What follows belongs to an exercise in optimizing a design on an open flow for small area, a short achievable clock period and few clock cycles per item; a production flow would make more cautious choices.
The RTL was checked by simulation tests, not by an equivalence proof against the original design.

Setup of run 1:
Design diff_drive_odometry_unit, start of the top module:
module diff_drive_odometry_unit (
   input  logic                                    clock,
   input  logic                                    reset,
   input  logic                                    req_valid,
   output logic                                    req_ready,
   input  logic                                    req_action,
   input  logic [ddo_pkg::COUNT_BITS-1:0]          req_left_count,
   input  logic [ddo_pkg::COUNT_BITS-1:0]          req_right_count,
   input  logic [ddo_pkg::CMD_BITS-1:0]            req_command,
   output logic                                    rsp_valid,
   input  logic                                    rsp_ready,
   output logic signed [ddo_pkg::POS_BITS-1:0]     rsp_pos_x,
   output logic signed [ddo_pkg::POS_BITS-1:0]     rsp_pos_y,
   output logic        [ddo_pkg::HEADING_BITS-1:0] rsp_heading,
   output logic                                    rsp_updated,
   input  logic                                    csr_valid,
   output logic                                    csr_ready,
   input  logic [ddo_pkg::MPT_BITS-1:0]            csr_metres_per_tick
);
For scale: roughly 3400 cells after synthesis, ~410 flip-flops, roughly 160 I/O pins, roughly 32000 um2 of cells after synthesis.
==> flow/config.mk <==
export PLATFORM = sky130hd
export DESIGN_NAME = diff_drive_odometry_unit
export DESIGN_NICKNAME = diff_drive_odometry_unit
export VERILOG_FILES = /design/flow/design.v
export SDC_FILE = /design/flow/constraint.sdc
export NUM_CORES = 4
export LEC_CHECK = 0
export CAP_MARGIN = 10
export CORE_MARGIN = 2
export CORE_UTILIZATION = 75
export CTS_BUF_LIST = sky130_fd_sc_hd__clkbuf_16
export CTS_CLUSTER_DIAMETER = 60
export CTS_CLUSTER_SIZE = 22
export PLACE_DENSITY = 0.85
export SETUP_SLACK_MARGIN = 5
export SLEW_MARGIN = 10
==> flow/constraint.sdc <==
create_clock -name core_clock -period 11.0 [get_ports {clock}]
set_input_delay 2.2000 -clock core_clock [delete_from_list [all_inputs] [get_ports {clock}]]
set_output_delay 2.2000 -clock core_clock [all_outputs]
set_load 0.01 [all_outputs]
run.sh (not shown) runs the stock make flow with config.mk's settings and CLKGATE_MAP_FILE= SYNTH_SCRIPT=/design/flow/synth_recipe.tcl, a recipe that flattens the netlist after the stock synthesis.
Testbench counts of run 1, summed over its fixed seeds: cycles 16,732, items 16,013.
> inputs changed (run 1 -> run 2)
-- flow/design.v --
<<< run 1, line 197
      endcase
   end
   logic [MSUM_BITS-1:0]  pr [CHUNK_BITS+1];
   logic [MSUM_BITS-1:0]  l1 [6];
>>> run 2, line 197
      endcase
   end
   logic [MSUM_BITS-1:0] l4s0, l4s1;
   logic [MSUM_BITS-1:0] msum_bk;
   ddo_add #(MSUM_BITS) u_msum (.a(l4s0), .b(l4s1), .ci(1'b0), .s(msum_bk));
   logic [MSUM_BITS-1:0]  pr [CHUNK_BITS+1];
   logic [MSUM_BITS-1:0]  l1 [6];
<<< run 1, line 229
      l4[0] = l3[0] ^ l3[1] ^ l3[2];
      l4[1] = ((l3[0] & l3[1]) | (l3[0] & l3[2]) | (l3[1] & l3[2])) << 1;
      msum   = l4[0] + l4[1];
      mshift = msum[MSUM_BITS-1:CHUNK_BITS];
      mnext  = {{(ACC_BITS-RX_BITS){mshift[RX_BITS-1]}}, mshift};
>>> run 2, line 232
      l4[0] = l3[0] ^ l3[1] ^ l3[2];
      l4[1] = ((l3[0] & l3[1]) | (l3[0] & l3[2]) | (l3[1] & l3[2])) << 1;
      l4s0   = l4[0];
      l4s1   = l4[1];
      msum   = msum_bk;
      mshift = msum[MSUM_BITS-1:CHUNK_BITS];
      mnext  = {{(ACC_BITS-RX_BITS){mshift[RX_BITS-1]}}, mshift};
Findings:
Every run in the comparison, run 1 and run 2, completed the flow with a clean layout.
Fraction of area in multi-input gates was lower in the run labelled run 2.
Run 2 vs run 1, setup slack went down by 0.085 ns.
Between run 2 and run 1, it is run 2 whose logic depth of the worst register-to-register path is higher, by 2.
When run 2 is measured against run 1, its post-route met1 wirelength turns out 1300 um lower.
Share of synthesized area spent on multiplexers essentially unchanged between run 1 and run 2.
Summary of run 2 over run 1: area overhead of the layout relative to synthesis went up, number of buffers inserted during clock tree synthesis shows a reduction of 1, fraction of cell area in non-clock buffers rose 0.30 points, total standard cell area after synthesis dropped 2.4%.
Comparing run 1 and run 2, the lower die area was measured on run 2.
Testbench counts of run 2, summed over its fixed seeds: cycles 16,732, items 16,013.

static timing again, ports no longer ideal:
The flow's constraints put no driver on any port. The routed layouts listed below were extracted and timed again, unchanged, in two steps.
Step 1 sets driving cells, clkbuf_16 on the clock port and buf_2 on the other inputs (assumed; they add their load-dependent delay and slew).
Step 2 times the ports against the registers' clock, not the clock port: input delays grow and output delays shrink by t, the midpoint of the rising clock arrivals with the driver on.
Three values: ideal ports, drivers, drivers and shift; two values: the first two.
| run | shift t [ns] | setup WS [ns] | hold slack, ns | worst data-port slew with drivers (ns) | pins driven straight from the clock port |
|---|---|---|---|---|---|
| run 1 | 0.675 | 5.158 / 5.158 / 5.158 | 0.451 / 0.451 / 0.451 | 0.05 | 1 |
| run 2 | 0.651 | 5.072 / 5.072 / 5.072 | 0.453 / 0.453 / 0.453 | 0.06 | 1 |
After both steps setup and hold are still met in every run listed.
